This design comes from an exercise in tuning for small area, a short achievable clock period and few clock cycles per item on the open sky130 flow, not from production work. Function was not checked in any run shown here: the RTL went through the layout flow alone.

==> flow/design.v (outline; a module is shown in full before it is edited, if it fits) <==
// module psum_sequencer: 58 lines
// module operand_stage: 74 lines
// module macc_unit: 85 lines
// module macc_fbgate: 19 lines
// module macc_tree: 552 lines
// module macc_fa: 4 lines
// module macc_ha: 4 lines
// module macc_fx: 8 lines
// module macc_hx: 4 lines
// module macc_xor2: 3 lines
// module macc_xnor2: 3 lines
// module macc_or2: 3 lines
// module macc_and2: 3 lines
// module macc_ao21: 3 lines
// module macc_cpa: 146 lines
// module macc_pgen: 4 lines
// module macc_gp4: 4 lines
// module macc_cg4: 5 lines
// module macc_gcell: 3 lines
// module macc_pcell: 3 lines
// module macc_control_top: 92 lines
module macc_control_top (
  input logic clk,
  input logic rst_n,
  input logic mac_begin,
  input logic acc_begin,
  input macc_pkg::len_t conv_len,
  input macc_pkg::filt_t filter_num,
  input macc_pkg::data_t weight_in,
  input macc_pkg::data_t ifmap_in,
  input macc_pkg::data_t external_psum,
  input macc_pkg::acc_t internal_psum,
  output logic mul_enable,
  output logic acc_enable,
  output macc_pkg::len_t cnt_a,
  output macc_pkg::filt_t cnt_b,
  output macc_pkg::acc_t accum_out,
  output logic psum_store,
  output logic mac_finish,
  output logic acc_finish
);
  // ...
==> flow/flow/run.sh <==
#!/bin/bash
# standard layout, with the port buffers made from the smallest plain buffer
set -euo pipefail
export BUFFER_PORTS_ARGS="-buffer_cell sky130_fd_sc_hd__buf_1"
bash standard.sh > standard_flow.log 2>&1
==> flow/standard.sh <==
#!/bin/bash
# synth_recipe.tcl (not shown) runs the flow's synth.tcl, then flattens the netlist and writes it again
# the make line also repeats each setting of config.mk as NAME=value (left out here)
make -C /OpenROAD-flow-scripts/flow DESIGN_CONFIG=/design/flow/config.mk WORK_HOME=/design/flow/orfs CLKGATE_MAP_FILE= SYNTH_SCRIPT=/design/flow/synth_recipe.tcl "${@:-finish}"
==> flow/config.mk <==
export PLATFORM = sky130hd
export DESIGN_NAME = macc_control_top
export DESIGN_NICKNAME = macc_control_top
export VERILOG_FILES = /design/flow/design.v
export SDC_FILE = /design/flow/constraint.sdc
export NUM_CORES = 4
export LEC_CHECK = 0
export CAP_MARGIN = 20
export CORE_MARGIN = 2
export CORE_UTILIZATION = 60
export CTS_CLUSTER_DIAMETER = 100
export CTS_CLUSTER_SIZE = 25
export SETUP_SLACK_MARGIN = 4.2
export SLEW_MARGIN = 20
export SYNTH_HIERARCHICAL = 1
export SYNTH_MINIMUM_KEEP_SIZE = 0
==> flow/constraint.sdc <==
create_clock -name core_clock -period 7.0 [get_ports {clk}]
set_input_delay 1.4000 -clock core_clock [delete_from_list [all_inputs] [get_ports {clk}]]
set_output_delay 1.4000 -clock core_clock [all_outputs]
set_load 0.01 [all_outputs]
==> impl_metrics.toml, run 1 <==
[run_status]
outcome = "finished clean"

[clocking]
cts.clk_slew.worst_paths_ns = 0.09
cts_num_sinks = 229

[routing]
wl_um = 30000
detail_route.iter0.violations = 525
top_layer = "met4"

[sta]
rsz0062_at_grt = "yes"
setup_slack_ns = 4.20
min_period_over_period_pct = 40.0

[finish]
dominant_cells = "multi-input combinational cells"
drive_above_1_share_pct = 9.87

[grt]
met2_usage_pct = 37.8
grt_pass1_wl_um = 48500
gr-usage-met1_pct = 32.5

[synth]
yosysWarnings = 10
netlist_area_sq_mm = 0.0148
syn_inst = 1368

[worst_setup_path]
path_cells = "buf_12, a22o_1, fa_1, xor2_1, xor2_1, fa_1, fa_2"
rr_worst_depth = 7
cpLargestDelayFamily = "adder cells"
critical_path.max_stage_delay_ns = 0.52
critPathMaxFanout = 18

[min_path]
min_from = "u_ops.acc_pipe[0]"

[floorplanning]
fp.coreArea_sq_mm = 0.0242
==> module macc_tree, before the edit <==
module macc_tree (
  input  logic [15:0] w,
  input  logic [16:0] pp0,  
  input  logic [7:0] one,
  input  logic [7:0] two,
  input  logic [7:0] neg,
  input  logic [35:0] sfb,
  input  logic [35:0] cfb,
  output logic [35:0] s_o,
  output logic [35:0] c_o
);
  wire pp1_0 = (((one[1] & w[0]) | (two[1] & 1'b0)) ^ neg[1]);
  wire pp1_1 = (((one[1] & w[1]) | (two[1] & w[0])) ^ neg[1]);
  wire pp1_2 = (((one[1] & w[2]) | (two[1] & w[1])) ^ neg[1]);
  wire pp1_3 = (((one[1] & w[3]) | (two[1] & w[2])) ^ neg[1]);
  wire pp1_4 = (((one[1] & w[4]) | (two[1] & w[3])) ^ neg[1]);
  wire pp1_5 = (((one[1] & w[5]) | (two[1] & w[4])) ^ neg[1]);
  wire pp1_6 = (((one[1] & w[6]) | (two[1] & w[5])) ^ neg[1]);
  wire pp1_7 = (((one[1] & w[7]) | (two[1] & w[6])) ^ neg[1]);
  wire pp1_8 = (((one[1] & w[8]) | (two[1] & w[7])) ^ neg[1]);
  wire pp1_9 = (((one[1] & w[9]) | (two[1] & w[8])) ^ neg[1]);
  wire pp1_10 = (((one[1] & w[10]) | (two[1] & w[9])) ^ neg[1]);
  wire pp1_11 = (((one[1] & w[11]) | (two[1] & w[10])) ^ neg[1]);
  wire pp1_12 = (((one[1] & w[12]) | (two[1] & w[11])) ^ neg[1]);
  wire pp1_13 = (((one[1] & w[13]) | (two[1] & w[12])) ^ neg[1]);
  wire pp1_14 = (((one[1] & w[14]) | (two[1] & w[13])) ^ neg[1]);
  wire pp1_15 = (((one[1] & w[15]) | (two[1] & w[14])) ^ neg[1]);
  wire pp1_16 = ~(((one[1] & w[15]) | (two[1] & w[15])) ^ neg[1]);
  wire pp2_0 = (((one[2] & w[0]) | (two[2] & 1'b0)) ^ neg[2]);
  wire pp2_1 = (((one[2] & w[1]) | (two[2] & w[0])) ^ neg[2]);
  wire pp2_2 = (((one[2] & w[2]) | (two[2] & w[1])) ^ neg[2]);
  wire pp2_3 = (((one[2] & w[3]) | (two[2] & w[2])) ^ neg[2]);
  wire pp2_4 = (((one[2] & w[4]) | (two[2] & w[3])) ^ neg[2]);
  wire pp2_5 = (((one[2] & w[5]) | (two[2] & w[4])) ^ neg[2]);
  wire pp2_6 = (((one[2] & w[6]) | (two[2] & w[5])) ^ neg[2]);
  wire pp2_7 = (((one[2] & w[7]) | (two[2] & w[6])) ^ neg[2]);
  wire pp2_8 = (((one[2] & w[8]) | (two[2] & w[7])) ^ neg[2]);
  wire pp2_9 = (((one[2] & w[9]) | (two[2] & w[8])) ^ neg[2]);
  wire pp2_10 = (((one[2] & w[10]) | (two[2] & w[9])) ^ neg[2]);
  wire pp2_11 = (((one[2] & w[11]) | (two[2] & w[10])) ^ neg[2]);
  wire pp2_12 = (((one[2] & w[12]) | (two[2] & w[11])) ^ neg[2]);
  wire pp2_13 = (((one[2] & w[13]) | (two[2] & w[12])) ^ neg[2]);
  wire pp2_14 = (((one[2] & w[14]) | (two[2] & w[13])) ^ neg[2]);
  wire pp2_15 = (((one[2] & w[15]) | (two[2] & w[14])) ^ neg[2]);
  wire pp2_16 = ~(((one[2] & w[15]) | (two[2] & w[15])) ^ neg[2]);
  wire pp3_0 = (((one[3] & w[0]) | (two[3] & 1'b0)) ^ neg[3]);
  wire pp3_1 = (((one[3] & w[1]) | (two[3] & w[0])) ^ neg[3]);
  wire pp3_2 = (((one[3] & w[2]) | (two[3] & w[1])) ^ neg[3]);
  wire pp3_3 = (((one[3] & w[3]) | (two[3] & w[2])) ^ neg[3]);
  wire pp3_4 = (((one[3] & w[4]) | (two[3] & w[3])) ^ neg[3]);
  wire pp3_5 = (((one[3] & w[5]) | (two[3] & w[4])) ^ neg[3]);
  wire pp3_6 = (((one[3] & w[6]) | (two[3] & w[5])) ^ neg[3]);
  wire pp3_7 = (((one[3] & w[7]) | (two[3] & w[6])) ^ neg[3]);
  wire pp3_8 = (((one[3] & w[8]) | (two[3] & w[7])) ^ neg[3]);
  wire pp3_9 = (((one[3] & w[9]) | (two[3] & w[8])) ^ neg[3]);
  wire pp3_10 = (((one[3] & w[10]) | (two[3] & w[9])) ^ neg[3]);
  wire pp3_11 = (((one[3] & w[11]) | (two[3] & w[10])) ^ neg[3]);
  wire pp3_12 = (((one[3] & w[12]) | (two[3] & w[11])) ^ neg[3]);
  wire pp3_13 = (((one[3] & w[13]) | (two[3] & w[12])) ^ neg[3]);
  wire pp3_14 = (((one[3] & w[14]) | (two[3] & w[13])) ^ neg[3]);
  wire pp3_15 = (((one[3] & w[15]) | (two[3] & w[14])) ^ neg[3]);
  wire pp3_16 = ~(((one[3] & w[15]) | (two[3] & w[15])) ^ neg[3]);
  wire pp4_0 = (((one[4] & w[0]) | (two[4] & 1'b0)) ^ neg[4]);
  wire pp4_1 = (((one[4] & w[1]) | (two[4] & w[0])) ^ neg[4]);
  wire pp4_2 = (((one[4] & w[2]) | (two[4] & w[1])) ^ neg[4]);
  wire pp4_3 = (((one[4] & w[3]) | (two[4] & w[2])) ^ neg[4]);
  wire pp4_4 = (((one[4] & w[4]) | (two[4] & w[3])) ^ neg[4]);
  wire pp4_5 = (((one[4] & w[5]) | (two[4] & w[4])) ^ neg[4]);
  wire pp4_6 = (((one[4] & w[6]) | (two[4] & w[5])) ^ neg[4]);
  wire pp4_7 = (((one[4] & w[7]) | (two[4] & w[6])) ^ neg[4]);
  wire pp4_8 = (((one[4] & w[8]) | (two[4] & w[7])) ^ neg[4]);
  wire pp4_9 = (((one[4] & w[9]) | (two[4] & w[8])) ^ neg[4]);
  wire pp4_10 = (((one[4] & w[10]) | (two[4] & w[9])) ^ neg[4]);
  wire pp4_11 = (((one[4] & w[11]) | (two[4] & w[10])) ^ neg[4]);
  wire pp4_12 = (((one[4] & w[12]) | (two[4] & w[11])) ^ neg[4]);
  wire pp4_13 = (((one[4] & w[13]) | (two[4] & w[12])) ^ neg[4]);
  wire pp4_14 = (((one[4] & w[14]) | (two[4] & w[13])) ^ neg[4]);
  wire pp4_15 = (((one[4] & w[15]) | (two[4] & w[14])) ^ neg[4]);
  wire pp4_16 = ~(((one[4] & w[15]) | (two[4] & w[15])) ^ neg[4]);
  wire pp5_0 = (((one[5] & w[0]) | (two[5] & 1'b0)) ^ neg[5]);
  wire pp5_1 = (((one[5] & w[1]) | (two[5] & w[0])) ^ neg[5]);
  wire pp5_2 = (((one[5] & w[2]) | (two[5] & w[1])) ^ neg[5]);
  wire pp5_3 = (((one[5] & w[3]) | (two[5] & w[2])) ^ neg[5]);
  wire pp5_4 = (((one[5] & w[4]) | (two[5] & w[3])) ^ neg[5]);
  wire pp5_5 = (((one[5] & w[5]) | (two[5] & w[4])) ^ neg[5]);
  wire pp5_6 = (((one[5] & w[6]) | (two[5] & w[5])) ^ neg[5]);
  wire pp5_7 = (((one[5] & w[7]) | (two[5] & w[6])) ^ neg[5]);
  wire pp5_8 = (((one[5] & w[8]) | (two[5] & w[7])) ^ neg[5]);
  wire pp5_9 = (((one[5] & w[9]) | (two[5] & w[8])) ^ neg[5]);
  wire pp5_10 = (((one[5] & w[10]) | (two[5] & w[9])) ^ neg[5]);
  wire pp5_11 = (((one[5] & w[11]) | (two[5] & w[10])) ^ neg[5]);
  wire pp5_12 = (((one[5] & w[12]) | (two[5] & w[11])) ^ neg[5]);
  wire pp5_13 = (((one[5] & w[13]) | (two[5] & w[12])) ^ neg[5]);
  wire pp5_14 = (((one[5] & w[14]) | (two[5] & w[13])) ^ neg[5]);
  wire pp5_15 = (((one[5] & w[15]) | (two[5] & w[14])) ^ neg[5]);
  wire pp5_16 = ~(((one[5] & w[15]) | (two[5] & w[15])) ^ neg[5]);
  wire pp6_0 = (((one[6] & w[0]) | (two[6] & 1'b0)) ^ neg[6]);
  wire pp6_1 = (((one[6] & w[1]) | (two[6] & w[0])) ^ neg[6]);
  wire pp6_2 = (((one[6] & w[2]) | (two[6] & w[1])) ^ neg[6]);
  wire pp6_3 = (((one[6] & w[3]) | (two[6] & w[2])) ^ neg[6]);
  wire pp6_4 = (((one[6] & w[4]) | (two[6] & w[3])) ^ neg[6]);
  wire pp6_5 = (((one[6] & w[5]) | (two[6] & w[4])) ^ neg[6]);
  wire pp6_6 = (((one[6] & w[6]) | (two[6] & w[5])) ^ neg[6]);
  wire pp6_7 = (((one[6] & w[7]) | (two[6] & w[6])) ^ neg[6]);
  wire pp6_8 = (((one[6] & w[8]) | (two[6] & w[7])) ^ neg[6]);
  wire pp6_9 = (((one[6] & w[9]) | (two[6] & w[8])) ^ neg[6]);
  wire pp6_10 = (((one[6] & w[10]) | (two[6] & w[9])) ^ neg[6]);
  wire pp6_11 = (((one[6] & w[11]) | (two[6] & w[10])) ^ neg[6]);
  wire pp6_12 = (((one[6] & w[12]) | (two[6] & w[11])) ^ neg[6]);
  wire pp6_13 = (((one[6] & w[13]) | (two[6] & w[12])) ^ neg[6]);
  wire pp6_14 = (((one[6] & w[14]) | (two[6] & w[13])) ^ neg[6]);
  wire pp6_15 = (((one[6] & w[15]) | (two[6] & w[14])) ^ neg[6]);
  wire pp6_16 = ~(((one[6] & w[15]) | (two[6] & w[15])) ^ neg[6]);
  wire pp7_0 = (((one[7] & w[0]) | (two[7] & 1'b0)) ^ neg[7]);
  wire pp7_1 = (((one[7] & w[1]) | (two[7] & w[0])) ^ neg[7]);
  wire pp7_2 = (((one[7] & w[2]) | (two[7] & w[1])) ^ neg[7]);
  wire pp7_3 = (((one[7] & w[3]) | (two[7] & w[2])) ^ neg[7]);
  wire pp7_4 = (((one[7] & w[4]) | (two[7] & w[3])) ^ neg[7]);
  wire pp7_5 = (((one[7] & w[5]) | (two[7] & w[4])) ^ neg[7]);
  wire pp7_6 = (((one[7] & w[6]) | (two[7] & w[5])) ^ neg[7]);
  wire pp7_7 = (((one[7] & w[7]) | (two[7] & w[6])) ^ neg[7]);
  wire pp7_8 = (((one[7] & w[8]) | (two[7] & w[7])) ^ neg[7]);
  wire pp7_9 = (((one[7] & w[9]) | (two[7] & w[8])) ^ neg[7]);
  wire pp7_10 = (((one[7] & w[10]) | (two[7] & w[9])) ^ neg[7]);
  wire pp7_11 = (((one[7] & w[11]) | (two[7] & w[10])) ^ neg[7]);
  wire pp7_12 = (((one[7] & w[12]) | (two[7] & w[11])) ^ neg[7]);
  wire pp7_13 = (((one[7] & w[13]) | (two[7] & w[12])) ^ neg[7]);
  wire pp7_14 = (((one[7] & w[14]) | (two[7] & w[13])) ^ neg[7]);
  wire pp7_15 = (((one[7] & w[15]) | (two[7] & w[14])) ^ neg[7]);
  wire pp7_16 = ~(((one[7] & w[15]) | (two[7] & w[15])) ^ neg[7]);
  wire t1s, t1c;
  macc_fa u_t1s (.a(pp0[0]), .b(neg[0]), .c(sfb[0]), .s(t1s), .co(t1c));
  wire t2s, t2c;
  macc_fa u_t2s (.a(pp0[1]), .b(sfb[1]), .c(cfb[1]), .s(t2s), .co(t2c));
  wire t3s, t3c;
  macc_fa u_t3s (.a(pp0[2]), .b(neg[1]), .c(sfb[2]), .s(t3s), .co(t3c));
  wire t4s, t4c;
  macc_fa u_t4s (.a(cfb[2]), .b(pp1_0), .c(t3s), .s(t4s), .co(t4c));
  wire t5s, t5c;
  macc_fa u_t5s (.a(pp0[3]), .b(sfb[3]), .c(cfb[3]), .s(t5s), .co(t5c));
  wire t6s, t6c;
  macc_fa u_t6s (.a(pp1_1), .b(t3c), .c(t5s), .s(t6s), .co(t6c));
  wire t7s, t7c;
  macc_fa u_t7s (.a(pp0[4]), .b(neg[2]), .c(sfb[4]), .s(t7s), .co(t7c));
  wire t8s, t8c;
  macc_fa u_t8s (.a(cfb[4]), .b(pp1_2), .c(pp2_0), .s(t8s), .co(t8c));
  wire t9s, t9c;
  macc_fa u_t9s (.a(t7s), .b(t5c), .c(t8s), .s(t9s), .co(t9c));
  wire t10s, t10c;
  macc_fa u_t10s (.a(pp0[5]), .b(sfb[5]), .c(cfb[5]), .s(t10s), .co(t10c));
  wire t11s, t11c;
  macc_fa u_t11s (.a(pp1_3), .b(pp2_1), .c(t7c), .s(t11s), .co(t11c));
  wire t12s, t12c;
  macc_fa u_t12s (.a(t10s), .b(t8c), .c(t11s), .s(t12s), .co(t12c));
  wire t13s, t13c;
  macc_fa u_t13s (.a(pp0[6]), .b(neg[3]), .c(sfb[6]), .s(t13s), .co(t13c));
  wire t14s, t14c;
  macc_fa u_t14s (.a(cfb[6]), .b(pp1_4), .c(pp2_2), .s(t14s), .co(t14c));
  wire t15s, t15c;
  macc_fa u_t15s (.a(pp3_0), .b(t13s), .c(t10c), .s(t15s), .co(t15c));
  wire t16s, t16c;
  macc_fa u_t16s (.a(t11c), .b(t14s), .c(t15s), .s(t16s), .co(t16c));
  wire t17s, t17c;
  macc_fa u_t17s (.a(pp0[7]), .b(sfb[7]), .c(cfb[7]), .s(t17s), .co(t17c));
  wire t18s, t18c;
  macc_fa u_t18s (.a(pp1_5), .b(pp2_3), .c(pp3_1), .s(t18s), .co(t18c));
  wire t19s, t19c;
  macc_fa u_t19s (.a(t13c), .b(t17s), .c(t14c), .s(t19s), .co(t19c));
  wire t20s, t20c;
  macc_fa u_t20s (.a(t18s), .b(t15c), .c(t19s), .s(t20s), .co(t20c));
  wire t21s, t21c;
  macc_fa u_t21s (.a(pp0[8]), .b(neg[4]), .c(sfb[8]), .s(t21s), .co(t21c));
  wire t22s, t22c;
  macc_fa u_t22s (.a(cfb[8]), .b(pp1_6), .c(pp2_4), .s(t22s), .co(t22c));
  wire t23s, t23c;
  macc_fa u_t23s (.a(pp3_2), .b(pp4_0), .c(t21s), .s(t23s), .co(t23c));
  wire t24s, t24c;
  macc_fa u_t24s (.a(t17c), .b(t18c), .c(t22s), .s(t24s), .co(t24c));
  wire t25s, t25c;
  macc_fa u_t25s (.a(t23s), .b(t19c), .c(t24s), .s(t25s), .co(t25c));
  wire t26s, t26c;
  macc_fa u_t26s (.a(pp0[9]), .b(sfb[9]), .c(cfb[9]), .s(t26s), .co(t26c));
  wire t27s, t27c;
  macc_fa u_t27s (.a(pp1_7), .b(pp2_5), .c(pp3_3), .s(t27s), .co(t27c));
  wire t28s, t28c;
  macc_fa u_t28s (.a(pp4_1), .b(t21c), .c(t26s), .s(t28s), .co(t28c));
  wire t29s, t29c;
  macc_fa u_t29s (.a(t22c), .b(t23c), .c(t27s), .s(t29s), .co(t29c));
  wire t30s, t30c;
  macc_fa u_t30s (.a(t28s), .b(t24c), .c(t29s), .s(t30s), .co(t30c));
  wire t31s, t31c;
  macc_fa u_t31s (.a(pp0[10]), .b(neg[5]), .c(sfb[10]), .s(t31s), .co(t31c));
  wire t32s, t32c;
  macc_fa u_t32s (.a(cfb[10]), .b(pp1_8), .c(pp2_6), .s(t32s), .co(t32c));
  wire t33s, t33c;
  macc_fa u_t33s (.a(pp3_4), .b(pp4_2), .c(pp5_0), .s(t33s), .co(t33c));
  wire t34s, t34c;
  macc_fa u_t34s (.a(t31s), .b(t26c), .c(t27c), .s(t34s), .co(t34c));
  wire t35s, t35c;
  macc_fa u_t35s (.a(t32s), .b(t33s), .c(t28c), .s(t35s), .co(t35c));
  wire t36s, t36c;
  macc_fa u_t36s (.a(t34s), .b(t29c), .c(t35s), .s(t36s), .co(t36c));
  wire t37s, t37c;
  macc_fa u_t37s (.a(pp0[11]), .b(sfb[11]), .c(cfb[11]), .s(t37s), .co(t37c));
  wire t38s, t38c;
  macc_fa u_t38s (.a(pp1_9), .b(pp2_7), .c(pp3_5), .s(t38s), .co(t38c));
  wire t39s, t39c;
  macc_fa u_t39s (.a(pp4_3), .b(pp5_1), .c(t31c), .s(t39s), .co(t39c));
  wire t40s, t40c;
  macc_fa u_t40s (.a(t37s), .b(t32c), .c(t33c), .s(t40s), .co(t40c));
  wire t41s, t41c;
  macc_fa u_t41s (.a(t38s), .b(t39s), .c(t34c), .s(t41s), .co(t41c));
  wire t42s, t42c;
  macc_fa u_t42s (.a(t35c), .b(t40s), .c(t41s), .s(t42s), .co(t42c));
  wire t43s, t43c;
  macc_fa u_t43s (.a(pp0[12]), .b(neg[6]), .c(sfb[12]), .s(t43s), .co(t43c));
  wire t44s, t44c;
  macc_fa u_t44s (.a(cfb[12]), .b(pp1_10), .c(pp2_8), .s(t44s), .co(t44c));
  wire t45s, t45c;
  macc_fa u_t45s (.a(pp3_6), .b(pp4_4), .c(pp5_2), .s(t45s), .co(t45c));
  wire t46s, t46c;
  macc_fx u_t46s (.a(pp6_0), .b(t43s), .c(t37c), .s(t46s), .co(t46c));
  wire t47s, t47c;
  macc_fa u_t47s (.a(t38c), .b(t39c), .c(t44s), .s(t47s), .co(t47c));
  wire t48s, t48c;
  macc_fa u_t48s (.a(t45s), .b(t46s), .c(t40c), .s(t48s), .co(t48c));
  wire t49s, t49c;
  macc_fa u_t49s (.a(t47s), .b(t41c), .c(t48s), .s(t49s), .co(t49c));
  wire t50s, t50c;
  macc_fa u_t50s (.a(pp0[13]), .b(sfb[13]), .c(cfb[13]), .s(t50s), .co(t50c));
  wire t51s, t51c;
  macc_fa u_t51s (.a(pp1_11), .b(pp2_9), .c(pp3_7), .s(t51s), .co(t51c));
  wire t52s, t52c;
  macc_fa u_t52s (.a(pp4_5), .b(pp5_3), .c(pp6_1), .s(t52s), .co(t52c));
  wire t53s, t53c;
  macc_fa u_t53s (.a(t43c), .b(t50s), .c(t44c), .s(t53s), .co(t53c));
  wire t54s, t54c;
  macc_fa u_t54s (.a(t45c), .b(t51s), .c(t52s), .s(t54s), .co(t54c));
  wire t55s, t55c;
  macc_fx u_t55s (.a(t46c), .b(t53s), .c(t47c), .s(t55s), .co(t55c));
  wire t56s, t56c;
  macc_fx u_t56s (.a(t54s), .b(t48c), .c(t55s), .s(t56s), .co(t56c));
  wire t57s, t57c;
  macc_fx u_t57s (.a(pp0[14]), .b(neg[7]), .c(sfb[14]), .s(t57s), .co(t57c));
  wire t58s, t58c;
  macc_fa u_t58s (.a(cfb[14]), .b(pp1_12), .c(pp2_10), .s(t58s), .co(t58c));
  wire t59s, t59c;
  macc_fa u_t59s (.a(pp3_8), .b(pp4_6), .c(pp5_4), .s(t59s), .co(t59c));
  wire t60s, t60c;
  macc_fa u_t60s (.a(pp6_2), .b(pp7_0), .c(t57s), .s(t60s), .co(t60c));
  wire t61s, t61c;
  macc_fa u_t61s (.a(t50c), .b(t51c), .c(t52c), .s(t61s), .co(t61c));
  wire t62s, t62c;
  macc_fx u_t62s (.a(t58s), .b(t59s), .c(t60s), .s(t62s), .co(t62c));
  wire t63s, t63c;
  macc_fa u_t63s (.a(t53c), .b(t54c), .c(t61s), .s(t63s), .co(t63c));
  wire t64s, t64c;
  macc_fx u_t64s (.a(t62s), .b(t55c), .c(t63s), .s(t64s), .co(t64c));
  wire t65s, t65c;
  macc_fa u_t65s (.a(pp0[15]), .b(sfb[15]), .c(cfb[15]), .s(t65s), .co(t65c));
  wire t66s, t66c;
  macc_fa u_t66s (.a(pp1_13), .b(pp2_11), .c(pp3_9), .s(t66s), .co(t66c));
  wire t67s, t67c;
  macc_fa u_t67s (.a(pp4_7), .b(pp5_5), .c(pp6_3), .s(t67s), .co(t67c));
  wire t68s, t68c;
  macc_fx u_t68s (.a(pp7_1), .b(t57c), .c(t65s), .s(t68s), .co(t68c));
  wire t69s, t69c;
  macc_fx u_t69s (.a(t58c), .b(t59c), .c(t60c), .s(t69s), .co(t69c));
  wire t70s, t70c;
  macc_fx u_t70s (.a(t66s), .b(t67s), .c(t68s), .s(t70s), .co(t70c));
  wire t71s, t71c;
  macc_fa u_t71s (.a(t61c), .b(t62c), .c(t69s), .s(t71s), .co(t71c));
  wire t72s, t72c;
  macc_fx u_t72s (.a(t70s), .b(t63c), .c(t71s), .s(t72s), .co(t72c));
  wire t73s, t73c;
  macc_xnor2 u_t73s (.a(pp0[16]), .b(sfb[16]), .y(t73s));
  macc_or2 u_t73c (.a(pp0[16]), .b(sfb[16]), .y(t73c));
  wire t74s, t74c;
  macc_fx u_t74s (.a(cfb[16]), .b(pp1_14), .c(pp2_12), .s(t74s), .co(t74c));
  wire t75s, t75c;
  macc_fa u_t75s (.a(pp3_10), .b(pp4_8), .c(pp5_6), .s(t75s), .co(t75c));
  wire t76s, t76c;
  macc_ha u_t76s (.a(pp6_4), .b(pp7_2), .s(t76s), .co(t76c));
  wire t77s, t77c;
  macc_fa u_t77s (.a(t73s), .b(t76s), .c(t65c), .s(t77s), .co(t77c));
  wire t78s, t78c;
  macc_fa u_t78s (.a(t66c), .b(t67c), .c(t74s), .s(t78s), .co(t78c));
  wire t79s, t79c;
  macc_fx u_t79s (.a(t75s), .b(t68c), .c(t77s), .s(t79s), .co(t79c));
  wire t80s, t80c;
  macc_fa u_t80s (.a(t69c), .b(t70c), .c(t78s), .s(t80s), .co(t80c));
  wire t81s, t81c;
  macc_fx u_t81s (.a(t79s), .b(t71c), .c(t80s), .s(t81s), .co(t81c));
  wire t82s, t82c;
  macc_xnor2 u_t82s (.a(sfb[17]), .b(cfb[17]), .y(t82s));
  macc_or2 u_t82c (.a(sfb[17]), .b(cfb[17]), .y(t82c));
  wire t83s, t83c;
  macc_fa u_t83s (.a(pp1_15), .b(pp2_13), .c(pp3_11), .s(t83s), .co(t83c));
  wire t84s, t84c;
  macc_hx u_t84s (.a(pp4_9), .b(pp5_7), .s(t84s), .co(t84c));
  wire t85s, t85c;
  macc_fx u_t85s (.a(pp6_5), .b(pp7_3), .c(t73c), .s(t85s), .co(t85c));
  wire t86s, t86c;
  macc_fx u_t86s (.a(t76c), .b(t84s), .c(t82s), .s(t86s), .co(t86c));
  wire t87s, t87c;
  macc_fx u_t87s (.a(t74c), .b(t75c), .c(t83s), .s(t87s), .co(t87c));
  wire t88s, t88c;
  macc_fa u_t88s (.a(t85s), .b(t77c), .c(t86s), .s(t88s), .co(t88c));
  wire t89s, t89c;
  macc_fx u_t89s (.a(t78c), .b(t87s), .c(t79c), .s(t89s), .co(t89c));
  wire t90s, t90c;
  macc_fx u_t90s (.a(t88s), .b(t80c), .c(t89s), .s(t90s), .co(t90c));
  wire t91s, t91c;
  macc_fx u_t91s (.a(sfb[18]), .b(cfb[18]), .c(pp1_16), .s(t91s), .co(t91c));
  wire t92s, t92c;
  macc_fa u_t92s (.a(pp2_14), .b(pp3_12), .c(pp4_10), .s(t92s), .co(t92c));
  wire t93s, t93c;
  macc_fa u_t93s (.a(pp5_8), .b(pp6_6), .c(pp7_4), .s(t93s), .co(t93c));
  wire t94s, t94c;
  macc_fa u_t94s (.a(t84c), .b(t82c), .c(t91s), .s(t94s), .co(t94c));
  wire t95s, t95c;
  macc_fa u_t95s (.a(t83c), .b(t85c), .c(t92s), .s(t95s), .co(t95c));
  wire t96s, t96c;
  macc_fx u_t96s (.a(t93s), .b(t86c), .c(t94s), .s(t96s), .co(t96c));
  wire t97s, t97c;
  macc_fx u_t97s (.a(t87c), .b(t95s), .c(t88c), .s(t97s), .co(t97c));
  wire t98s, t98c;
  macc_fx u_t98s (.a(t96s), .b(t89c), .c(t97s), .s(t98s), .co(t98c));
  wire t99s, t99c;
  macc_xnor2 u_t99s (.a(sfb[19]), .b(cfb[19]), .y(t99s));
  macc_or2 u_t99c (.a(sfb[19]), .b(cfb[19]), .y(t99c));
  wire t100s, t100c;
  macc_fa u_t100s (.a(pp2_15), .b(pp3_13), .c(pp4_11), .s(t100s), .co(t100c));
  wire t101s, t101c;
  macc_fa u_t101s (.a(pp5_9), .b(pp6_7), .c(pp7_5), .s(t101s), .co(t101c));
  wire t102s, t102c;
  macc_fa u_t102s (.a(t91c), .b(t99s), .c(t92c), .s(t102s), .co(t102c));
  wire t103s, t103c;
  macc_fa u_t103s (.a(t93c), .b(t100s), .c(t101s), .s(t103s), .co(t103c));
  wire t104s, t104c;
  macc_fx u_t104s (.a(t94c), .b(t102s), .c(t95c), .s(t104s), .co(t104c));
  wire t105s, t105c;
  macc_fx u_t105s (.a(t103s), .b(t96c), .c(t104s), .s(t105s), .co(t105c));
  wire t106s, t106c;
  macc_hx u_t106s (.a(t97c), .b(t105s), .s(t106s), .co(t106c));
  wire t107s, t107c;
  macc_fx u_t107s (.a(sfb[20]), .b(cfb[20]), .c(pp2_16), .s(t107s), .co(t107c));
  wire t108s, t108c;
  macc_fa u_t108s (.a(pp3_14), .b(pp4_12), .c(pp5_10), .s(t108s), .co(t108c));
  wire t109s, t109c;
  macc_fx u_t109s (.a(pp6_8), .b(pp7_6), .c(t99c), .s(t109s), .co(t109c));
  wire t110s, t110c;
  macc_fx u_t110s (.a(t107s), .b(t100c), .c(t101c), .s(t110s), .co(t110c));
  wire t111s, t111c;
  macc_fx u_t111s (.a(t108s), .b(t109s), .c(t102c), .s(t111s), .co(t111c));
  wire t112s, t112c;
  macc_fx u_t112s (.a(t103c), .b(t110s), .c(t111s), .s(t112s), .co(t112c));
  wire t113s, t113c;
  macc_fx u_t113s (.a(t104c), .b(t112s), .c(t105c), .s(t113s), .co(t113c));
  wire t114s, t114c;
  macc_xnor2 u_t114s (.a(sfb[21]), .b(cfb[21]), .y(t114s));
  macc_or2 u_t114c (.a(sfb[21]), .b(cfb[21]), .y(t114c));
  wire t115s, t115c;
  macc_fa u_t115s (.a(pp3_15), .b(pp4_13), .c(pp5_11), .s(t115s), .co(t115c));
  wire t116s, t116c;
  macc_fa u_t116s (.a(pp6_9), .b(pp7_7), .c(t107c), .s(t116s), .co(t116c));
  wire t117s, t117c;
  macc_fa u_t117s (.a(t114s), .b(t108c), .c(t115s), .s(t117s), .co(t117c));
  wire t118s, t118c;
  macc_fa u_t118s (.a(t109c), .b(t116s), .c(t110c), .s(t118s), .co(t118c));
  wire t119s, t119c;
  macc_fx u_t119s (.a(t117s), .b(t111c), .c(t118s), .s(t119s), .co(t119c));
  wire t120s, t120c;
  macc_hx u_t120s (.a(t112c), .b(t119s), .s(t120s), .co(t120c));
  wire t121s, t121c;
  macc_fa u_t121s (.a(sfb[22]), .b(cfb[22]), .c(pp3_16), .s(t121s), .co(t121c));
  wire t122s, t122c;
  macc_fa u_t122s (.a(pp4_14), .b(pp5_12), .c(pp6_10), .s(t122s), .co(t122c));
  wire t123s, t123c;
  macc_fx u_t123s (.a(pp7_8), .b(t114c), .c(t121s), .s(t123s), .co(t123c));
  wire t124s, t124c;
  macc_fx u_t124s (.a(t115c), .b(t122s), .c(t116c), .s(t124s), .co(t124c));
  wire t125s, t125c;
  macc_fx u_t125s (.a(t123s), .b(t117c), .c(t124s), .s(t125s), .co(t125c));
  wire t126s, t126c;
  macc_fx u_t126s (.a(t118c), .b(t125s), .c(t119c), .s(t126s), .co(t126c));
  wire t127s, t127c;
  macc_xnor2 u_t127s (.a(sfb[23]), .b(cfb[23]), .y(t127s));
  macc_or2 u_t127c (.a(sfb[23]), .b(cfb[23]), .y(t127c));
  wire t128s, t128c;
  macc_fa u_t128s (.a(pp4_15), .b(pp5_13), .c(pp6_11), .s(t128s), .co(t128c));
  wire t129s, t129c;
  macc_fa u_t129s (.a(pp7_9), .b(t121c), .c(t127s), .s(t129s), .co(t129c));
  wire t130s, t130c;
  macc_fa u_t130s (.a(t122c), .b(t128s), .c(t123c), .s(t130s), .co(t130c));
  wire t131s, t131c;
  macc_fx u_t131s (.a(t129s), .b(t124c), .c(t130s), .s(t131s), .co(t131c));
  wire t132s, t132c;
  macc_ha u_t132s (.a(t125c), .b(t131s), .s(t132s), .co(t132c));
  wire t133s, t133c;
  macc_fa u_t133s (.a(sfb[24]), .b(cfb[24]), .c(pp4_16), .s(t133s), .co(t133c));
  wire t134s, t134c;
  macc_fa u_t134s (.a(pp5_14), .b(pp6_12), .c(pp7_10), .s(t134s), .co(t134c));
  wire t135s, t135c;
  macc_fa u_t135s (.a(t127c), .b(t133s), .c(t128c), .s(t135s), .co(t135c));
  wire t136s, t136c;
  macc_fx u_t136s (.a(t134s), .b(t129c), .c(t135s), .s(t136s), .co(t136c));
  wire t137s, t137c;
  macc_fx u_t137s (.a(t130c), .b(t136s), .c(t131c), .s(t137s), .co(t137c));
  wire t138s, t138c;
  macc_xnor2 u_t138s (.a(sfb[25]), .b(cfb[25]), .y(t138s));
  macc_or2 u_t138c (.a(sfb[25]), .b(cfb[25]), .y(t138c));
  wire t139s, t139c;
  macc_fa u_t139s (.a(pp5_15), .b(pp6_13), .c(pp7_11), .s(t139s), .co(t139c));
  wire t140s, t140c;
  macc_fa u_t140s (.a(t133c), .b(t138s), .c(t134c), .s(t140s), .co(t140c));
  wire t141s, t141c;
  macc_fa u_t141s (.a(t139s), .b(t135c), .c(t140s), .s(t141s), .co(t141c));
  wire t142s, t142c;
  macc_ha u_t142s (.a(t136c), .b(t141s), .s(t142s), .co(t142c));
  wire t143s, t143c;
  macc_fa u_t143s (.a(sfb[26]), .b(cfb[26]), .c(pp5_16), .s(t143s), .co(t143c));
  wire t144s, t144c;
  macc_fa u_t144s (.a(pp6_14), .b(pp7_12), .c(t138c), .s(t144s), .co(t144c));
  wire t145s, t145c;
  macc_fa u_t145s (.a(t143s), .b(t139c), .c(t144s), .s(t145s), .co(t145c));
  wire t146s, t146c;
  macc_fa u_t146s (.a(t140c), .b(t145s), .c(t141c), .s(t146s), .co(t146c));
  wire t147s, t147c;
  macc_xnor2 u_t147s (.a(sfb[27]), .b(cfb[27]), .y(t147s));
  macc_or2 u_t147c (.a(sfb[27]), .b(cfb[27]), .y(t147c));
  wire t148s, t148c;
  macc_fa u_t148s (.a(pp6_15), .b(pp7_13), .c(t143c), .s(t148s), .co(t148c));
  wire t149s, t149c;
  macc_fa u_t149s (.a(t147s), .b(t144c), .c(t148s), .s(t149s), .co(t149c));
  wire t150s, t150c;
  macc_ha u_t150s (.a(t145c), .b(t149s), .s(t150s), .co(t150c));
  wire t151s, t151c;
  macc_fa u_t151s (.a(sfb[28]), .b(cfb[28]), .c(pp6_16), .s(t151s), .co(t151c));
  wire t152s, t152c;
  macc_fa u_t152s (.a(pp7_14), .b(t147c), .c(t151s), .s(t152s), .co(t152c));
  wire t153s, t153c;
  macc_fa u_t153s (.a(t148c), .b(t152s), .c(t149c), .s(t153s), .co(t153c));
  wire t154s, t154c;
  macc_xnor2 u_t154s (.a(sfb[29]), .b(cfb[29]), .y(t154s));
  macc_or2 u_t154c (.a(sfb[29]), .b(cfb[29]), .y(t154c));
  wire t155s, t155c;
  macc_fa u_t155s (.a(pp7_15), .b(t151c), .c(t154s), .s(t155s), .co(t155c));
  wire t156s, t156c;
  macc_ha u_t156s (.a(t152c), .b(t155s), .s(t156s), .co(t156c));
  wire t157s, t157c;
  macc_fa u_t157s (.a(sfb[30]), .b(cfb[30]), .c(pp7_16), .s(t157s), .co(t157c));
  wire t158s, t158c;
  macc_fa u_t158s (.a(t154c), .b(t157s), .c(t155c), .s(t158s), .co(t158c));
  wire t159s, t159c;
  macc_xnor2 u_t159s (.a(sfb[31]), .b(cfb[31]), .y(t159s));
  macc_or2 u_t159c (.a(sfb[31]), .b(cfb[31]), .y(t159c));
  wire t160s, t160c;
  macc_ha u_t160s (.a(t157c), .b(t159s), .s(t160s), .co(t160c));
  wire t161s, t161c;
  macc_xnor2 u_t161s (.a(sfb[32]), .b(cfb[32]), .y(t161s));
  macc_or2 u_t161c (.a(sfb[32]), .b(cfb[32]), .y(t161c));
  wire t162s, t162c;
  macc_ha u_t162s (.a(t159c), .b(t161s), .s(t162s), .co(t162c));
  wire t163s, t163c;
  macc_xnor2 u_t163s (.a(sfb[33]), .b(cfb[33]), .y(t163s));
  macc_or2 u_t163c (.a(sfb[33]), .b(cfb[33]), .y(t163c));
  wire t164s, t164c;
  macc_ha u_t164s (.a(t161c), .b(t163s), .s(t164s), .co(t164c));
  wire t165s, t165c;
  macc_xnor2 u_t165s (.a(sfb[34]), .b(cfb[34]), .y(t165s));
  macc_or2 u_t165c (.a(sfb[34]), .b(cfb[34]), .y(t165c));
  wire t166s, t166c;
  macc_ha u_t166s (.a(t163c), .b(t165s), .s(t166s), .co(t166c));
  wire t167s, t167c;
  macc_xnor2 u_t167s (.a(sfb[35]), .b(cfb[35]), .y(t167s));
  macc_or2 u_t167c (.a(sfb[35]), .b(cfb[35]), .y(t167c));
  wire t168s, t168c;
  macc_ha u_t168s (.a(t165c), .b(t167s), .s(t168s), .co(t168c));
  assign s_o[0] = cfb[0];
  assign c_o[0] = t1s;
  assign s_o[1] = t1c;
  assign c_o[1] = t2s;
  assign s_o[2] = t2c;
  assign c_o[2] = t4s;
  assign s_o[3] = t4c;
  assign c_o[3] = t6s;
  assign s_o[4] = t6c;
  assign c_o[4] = t9s;
  assign s_o[5] = t9c;
  assign c_o[5] = t12s;
  assign s_o[6] = t12c;
  assign c_o[6] = t16s;
  assign s_o[7] = t16c;
  assign c_o[7] = t20s;
  assign s_o[8] = t20c;
  assign c_o[8] = t25s;
  assign s_o[9] = t25c;
  assign c_o[9] = t30s;
  assign s_o[10] = t30c;
  assign c_o[10] = t36s;
  assign s_o[11] = t36c;
  assign c_o[11] = t42s;
  assign s_o[12] = t42c;
  assign c_o[12] = t49s;
  assign s_o[13] = t49c;
  assign c_o[13] = t56s;
  assign s_o[14] = t56c;
  assign c_o[14] = t64s;
  assign s_o[15] = t64c;
  assign c_o[15] = t72s;
  assign s_o[16] = t72c;
  assign c_o[16] = t81s;
  assign s_o[17] = t81c;
  assign c_o[17] = t90s;
  assign s_o[18] = t90c;
  assign c_o[18] = t98s;
  assign s_o[19] = t98c;
  assign c_o[19] = t106s;
  assign s_o[20] = t106c;
  assign c_o[20] = t113s;
  assign s_o[21] = t120s;
  assign c_o[21] = t113c;
  assign s_o[22] = t120c;
  assign c_o[22] = t126s;
  assign s_o[23] = t132s;
  assign c_o[23] = t126c;
  assign s_o[24] = t132c;
  assign c_o[24] = t137s;
  assign s_o[25] = t142s;
  assign c_o[25] = t137c;
  assign s_o[26] = t142c;
  assign c_o[26] = t146s;
  assign s_o[27] = t150s;
  assign c_o[27] = t146c;
  assign s_o[28] = t150c;
  assign c_o[28] = t153s;
  assign s_o[29] = t156s;
  assign c_o[29] = t153c;
  assign s_o[30] = t156c;
  assign c_o[30] = t158s;
  assign s_o[31] = t160s;
  assign c_o[31] = t158c;
  assign s_o[32] = t160c;
  assign c_o[32] = t162s;
  assign s_o[33] = t162c;
  assign c_o[33] = t164s;
  assign s_o[34] = t164c;
  assign c_o[34] = t166s;
  assign s_o[35] = t166c;
  assign c_o[35] = t168s;
endmodule
==> run 2, diff against run 1 <==
--- a/flow/design.v
+++ b/flow/design.v
@@ -471,7 +471,7 @@
   wire t45s, t45c;
   macc_fa u_t45s (.a(pp3_6), .b(pp4_4), .c(pp5_2), .s(t45s), .co(t45c));
   wire t46s, t46c;
-  macc_fx u_t46s (.a(pp6_0), .b(t43s), .c(t37c), .s(t46s), .co(t46c));
+  macc_fa u_t46s (.a(pp6_0), .b(t43s), .c(t37c), .s(t46s), .co(t46c));
   wire t47s, t47c;
   macc_fa u_t47s (.a(t38c), .b(t39c), .c(t44s), .s(t47s), .co(t47c));
   wire t48s, t48c;
@@ -491,7 +491,7 @@
   wire t55s, t55c;
   macc_fx u_t55s (.a(t46c), .b(t53s), .c(t47c), .s(t55s), .co(t55c));
   wire t56s, t56c;
-  macc_fx u_t56s (.a(t54s), .b(t48c), .c(t55s), .s(t56s), .co(t56c));
+  macc_fa u_t56s (.a(t54s), .b(t48c), .c(t55s), .s(t56s), .co(t56c));
   wire t57s, t57c;
   macc_fx u_t57s (.a(pp0[14]), .b(neg[7]), .c(sfb[14]), .s(t57s), .co(t57c));
   wire t58s, t58c;
@@ -507,7 +507,7 @@
   wire t63s, t63c;
   macc_fa u_t63s (.a(t53c), .b(t54c), .c(t61s), .s(t63s), .co(t63c));
   wire t64s, t64c;
-  macc_fx u_t64s (.a(t62s), .b(t55c), .c(t63s), .s(t64s), .co(t64c));
+  macc_fa u_t64s (.a(t62s), .b(t55c), .c(t63s), .s(t64s), .co(t64c));
   wire t65s, t65c;
   macc_fa u_t65s (.a(pp0[15]), .b(sfb[15]), .c(cfb[15]), .s(t65s), .co(t65c));
   wire t66s, t66c;
@@ -517,13 +517,13 @@
   wire t68s, t68c;
   macc_fx u_t68s (.a(pp7_1), .b(t57c), .c(t65s), .s(t68s), .co(t68c));
   wire t69s, t69c;
-  macc_fx u_t69s (.a(t58c), .b(t59c), .c(t60c), .s(t69s), .co(t69c));
+  macc_fa u_t69s (.a(t58c), .b(t59c), .c(t60c), .s(t69s), .co(t69c));
   wire t70s, t70c;
   macc_fx u_t70s (.a(t66s), .b(t67s), .c(t68s), .s(t70s), .co(t70c));
   wire t71s, t71c;
-  macc_fa u_t71s (.a(t61c), .b(t62c), .c(t69s), .s(t71s), .co(t71c));
+  macc_fx u_t71s (.a(t61c), .b(t62c), .c(t69s), .s(t71s), .co(t71c));
   wire t72s, t72c;
-  macc_fx u_t72s (.a(t70s), .b(t63c), .c(t71s), .s(t72s), .co(t72c));
+  macc_fa u_t72s (.a(t70s), .b(t63c), .c(t71s), .s(t72s), .co(t72c));
   wire t73s, t73c;
   macc_xnor2 u_t73s (.a(pp0[16]), .b(sfb[16]), .y(t73s));
   macc_or2 u_t73c (.a(pp0[16]), .b(sfb[16]), .y(t73c));
@@ -534,28 +534,28 @@
   wire t76s, t76c;
   macc_ha u_t76s (.a(pp6_4), .b(pp7_2), .s(t76s), .co(t76c));
   wire t77s, t77c;
-  macc_fa u_t77s (.a(t73s), .b(t76s), .c(t65c), .s(t77s), .co(t77c));
+  macc_fx u_t77s (.a(t73s), .b(t76s), .c(t65c), .s(t77s), .co(t77c));
   wire t78s, t78c;
   macc_fa u_t78s (.a(t66c), .b(t67c), .c(t74s), .s(t78s), .co(t78c));
   wire t79s, t79c;
-  macc_fx u_t79s (.a(t75s), .b(t68c), .c(t77s), .s(t79s), .co(t79c));
+  macc_fa u_t79s (.a(t75s), .b(t68c), .c(t77s), .s(t79s), .co(t79c));
   wire t80s, t80c;
   macc_fa u_t80s (.a(t69c), .b(t70c), .c(t78s), .s(t80s), .co(t80c));
   wire t81s, t81c;
-  macc_fx u_t81s (.a(t79s), .b(t71c), .c(t80s), .s(t81s), .co(t81c));
+  macc_fa u_t81s (.a(t79s), .b(t71c), .c(t80s), .s(t81s), .co(t81c));
   wire t82s, t82c;
   macc_xnor2 u_t82s (.a(sfb[17]), .b(cfb[17]), .y(t82s));
   macc_or2 u_t82c (.a(sfb[17]), .b(cfb[17]), .y(t82c));
   wire t83s, t83c;
   macc_fa u_t83s (.a(pp1_15), .b(pp2_13), .c(pp3_11), .s(t83s), .co(t83c));
   wire t84s, t84c;
-  macc_hx u_t84s (.a(pp4_9), .b(pp5_7), .s(t84s), .co(t84c));
+  macc_ha u_t84s (.a(pp4_9), .b(pp5_7), .s(t84s), .co(t84c));
   wire t85s, t85c;
-  macc_fx u_t85s (.a(pp6_5), .b(pp7_3), .c(t73c), .s(t85s), .co(t85c));
+  macc_fa u_t85s (.a(pp6_5), .b(pp7_3), .c(t73c), .s(t85s), .co(t85c));
   wire t86s, t86c;
-  macc_fx u_t86s (.a(t76c), .b(t84s), .c(t82s), .s(t86s), .co(t86c));
+  macc_fa u_t86s (.a(t76c), .b(t84s), .c(t82s), .s(t86s), .co(t86c));
   wire t87s, t87c;
-  macc_fx u_t87s (.a(t74c), .b(t75c), .c(t83s), .s(t87s), .co(t87c));
+  macc_fa u_t87s (.a(t74c), .b(t75c), .c(t83s), .s(t87s), .co(t87c));
   wire t88s, t88c;
   macc_fa u_t88s (.a(t85s), .b(t77c), .c(t86s), .s(t88s), .co(t88c));
   wire t89s, t89c;
@@ -563,7 +563,7 @@
   wire t90s, t90c;
   macc_fx u_t90s (.a(t88s), .b(t80c), .c(t89s), .s(t90s), .co(t90c));
   wire t91s, t91c;
-  macc_fx u_t91s (.a(sfb[18]), .b(cfb[18]), .c(pp1_16), .s(t91s), .co(t91c));
+  macc_fa u_t91s (.a(sfb[18]), .b(cfb[18]), .c(pp1_16), .s(t91s), .co(t91c));
   wire t92s, t92c;
   macc_fa u_t92s (.a(pp2_14), .b(pp3_12), .c(pp4_10), .s(t92s), .co(t92c));
   wire t93s, t93c;
@@ -602,7 +602,7 @@
   wire t109s, t109c;
   macc_fx u_t109s (.a(pp6_8), .b(pp7_6), .c(t99c), .s(t109s), .co(t109c));
   wire t110s, t110c;
-  macc_fx u_t110s (.a(t107s), .b(t100c), .c(t101c), .s(t110s), .co(t110c));
+  macc_fa u_t110s (.a(t107s), .b(t100c), .c(t101c), .s(t110s), .co(t110c));
   wire t111s, t111c;
   macc_fx u_t111s (.a(t108s), .b(t109s), .c(t102c), .s(t111s), .co(t111c));
   wire t112s, t112c;
@@ -623,15 +623,15 @@
   wire t119s, t119c;
   macc_fx u_t119s (.a(t117s), .b(t111c), .c(t118s), .s(t119s), .co(t119c));
   wire t120s, t120c;
-  macc_hx u_t120s (.a(t112c), .b(t119s), .s(t120s), .co(t120c));
+  macc_ha u_t120s (.a(t112c), .b(t119s), .s(t120s), .co(t120c));
   wire t121s, t121c;
   macc_fa u_t121s (.a(sfb[22]), .b(cfb[22]), .c(pp3_16), .s(t121s), .co(t121c));
   wire t122s, t122c;
   macc_fa u_t122s (.a(pp4_14), .b(pp5_12), .c(pp6_10), .s(t122s), .co(t122c));
   wire t123s, t123c;
-  macc_fx u_t123s (.a(pp7_8), .b(t114c), .c(t121s), .s(t123s), .co(t123c));
+  macc_fa u_t123s (.a(pp7_8), .b(t114c), .c(t121s), .s(t123s), .co(t123c));
   wire t124s, t124c;
-  macc_fx u_t124s (.a(t115c), .b(t122s), .c(t116c), .s(t124s), .co(t124c));
+  macc_fa u_t124s (.a(t115c), .b(t122s), .c(t116c), .s(t124s), .co(t124c));
   wire t125s, t125c;
   macc_fx u_t125s (.a(t123s), .b(t117c), .c(t124s), .s(t125s), .co(t125c));
   wire t126s, t126c;
@@ -656,7 +656,7 @@
   wire t135s, t135c;
   macc_fa u_t135s (.a(t127c), .b(t133s), .c(t128c), .s(t135s), .co(t135c));
   wire t136s, t136c;
-  macc_fx u_t136s (.a(t134s), .b(t129c), .c(t135s), .s(t136s), .co(t136c));
+  macc_fa u_t136s (.a(t134s), .b(t129c), .c(t135s), .s(t136s), .co(t136c));
   wire t137s, t137c;
   macc_fx u_t137s (.a(t130c), .b(t136s), .c(t131c), .s(t137s), .co(t137c));
   wire t138s, t138c;
==> impl_metrics.toml, run 2 <==
[finish]
drive_above_1_share_pct = 16.4
fillers = 1963
num_antenna_cells = 0
stdcell_area_sq_mm = 0.0158
nets = 1673
register_area_sq_mm = 0.00480
multi_input_area_sq_mm = 0.00899
syn_to_final_growth_pct = 8.05
mostFrequentLayoutCells = "dfxtp_1, xnor2_1, buf_1"
layout_commonest_cell = "dfxtp_1"
layout.cells.non_filler = 1736

[routing]
vias_per_cell = 5.49
ant_nets = 0
drt_first_pass_iters = 5
detail_route.iter0.violations = 632
wl_per_cell_um = 18.4
drc = 0
via_count = 9528
wl_um = 31900

[floorplanning]
design.die.area_sq_mm = 0.0257
num_rows = 57
initial_core_util_pct = 60.7
die_w_um = 160
ios = 145
fp.dieH_um = 160
fp.coreArea_sq_mm = 0.0241

[clocking]
cts_made_buffers = 13
cts_num_sinks = 229
tritoncts = "built"
ctsLongestPathBuffers = 3
clock_latency_ns = 0.50
root_buffer = "clkbuf_16"
cts.clk_slew.worst_paths_ns = 0.10
htree_levels = 1

[sta]
finClkSkew_ns = 0.0210
final-max-slew-violation-count = 0
hold_viol_final = 0
fmax_ghz = 0.358
worst_pin_slew_ns = 0.661
setup_viol = 0
min_period_over_period_pct = 39.9
min_period_ns = 2.79
fin_setup_tns_ns = 0
slew_headroom_pct = 56.0
rsz0062_at_grt = "yes"

[job]
max_cap_violations = 0

[synth]
netlist_area_sq_mm = 0.0146
syn_nets = 1591
yosysWarnings = 10
postSynthAreaPerCell_sq_um = 11.0
syn_inst = 1327

[worst_setup_path]
r2r_slack_ns = 4.21
crit_start = "u_ops.op_two[4]"
cp_data_required_time_ns = 7.42
r2r_start = "u_ops.op_two[4]"
r2r-end = "u_mac.c_q[24]"
criticalPathCategory = "flop to flop"
critPathMaxFanout = 8
crit_arrival_ns = 3.21
cp-start-kind = "flop"
crit_end = "u_mac.c_q[24]"
end_kind = "flop"
rr_worst_depth = 7

[placed_design]
io_buffers = 144
placed_cell_area_sq_mm = 0.0145
dp_cells = 1651
dp_hpwl_um = 22700
place_congestion = 0.852

[grt]
antenna_found_initial = 1
grt_max_degree = 64
grt_pass1_vias = 9351
track_usage_pct = 23.8
grt_remaining_overflow = 0
grt_pass1_wl_um = 48700

[run_status]
outcome = "finished clean"

[min_path]
min_from = "u_ops.acc_pipe[0]"
hp-class = "flop to flop"
[run 2: how the worst min path moves through the flow]
stage,endpoint,cells past startpoint
global route,u_ops.acc_pipe[1],0
finish,u_ops.acc_pipe[1],0
floorplan,u_ops.acc_pipe[1],0
global placement,u_ops.acc_pipe[1],0
CTS,u_ops.acc_pipe[1],0
detailed placement,u_ops.acc_pipe[1],0
[run 2: final cells by class]
cell class	instances	area share, %
Clock buffer	14	2.08
Tap cell	324	2.56
Inverter	21	0.498
Multi-Input combinational cell	927	56.9
Clock inverter	4	0.229
Timing Repair Buffer	217	7.41
Sequential cell	229	30.4
[run 2: per-stage QoR]
step | setup WS, ns | utilization, % | hold slack (ns)
2_1_floorplan | 4.18 | - | 0.310
3_3_place_gp | 3.63 | 60.0 | 0.312
3_5_place_dp | 3.73 | 60.0 | 0.313
4_1_cts | 4.18 | 62.2 | 0.332
5_1_grt | 4.11 | 65.6 | 0.349
6_report | 4.21 | 65.6 | 0.332
[run 2: metal layers]
| metal | track usage, % | share of wire [%] |
|---|---|---|
| met3 | 4.03 | 5.4 |
| met4 | 5.16 | 2.0 |
| met2 | 39.6 | 48 |
| met1 | 32.9 | 45 |
| met5 | 0 | 0.034 |
[run 2: what timing repair did]
action	4_1_cts	5_1_grt
gates resized for setup	73	66
endpoints found under the setup margin	44	34
cloned	0	0
pin swaps	2	38
setup buffers	2	64
hold buffers	0	0
endpoints found under the hold margin	0	0
[run 2: critical path, stage by stage, from the launching register on]
cell	delay (ns)
dfxtp_4	0.41
o21ai_1	0.16
xor2_1	0.26
fa_1	0.48
fa_1	0.47
fa_1	0.58
xor2_2	0.18
xor2_1	0.18

## separate check: timing with driven ports
Ports are ideal in the flow. The routed layouts listed here were re-timed in OpenROAD.
Step 1 sets driving cells, clkbuf_16 on the clock port and buf_2 on the other inputs (assumed; they add their load-dependent delay and slew).
Step 2 times the ports against the registers' clock, not the clock port: input delays grow and output delays shrink by t, the midpoint of the rising clock arrivals with the driver on.
Three values: no drivers, after step 1, after step 2; two values: the first two.
| run | shift t [ns] | setup WS [ns] | worst hold slack (ns) | latest minus earliest clock arrival (ns) |
|---|---|---|---|---|
| run 1 | 0.528 | 4.198 / 4.198 / 3.989 | 0.326 / 0.326 / 0.326 | 0.025 / 0.025 |
| run 2 | 0.537 | 4.210 / 4.210 / 3.989 | 0.332 / 0.332 / 0.332 | 0.021 / 0.022 |
After both steps setup and hold are still met in every run listed. The setup slack of run 2, which loses most, moves by 0.000 ns with the drivers and by -0.221 ns with both steps.
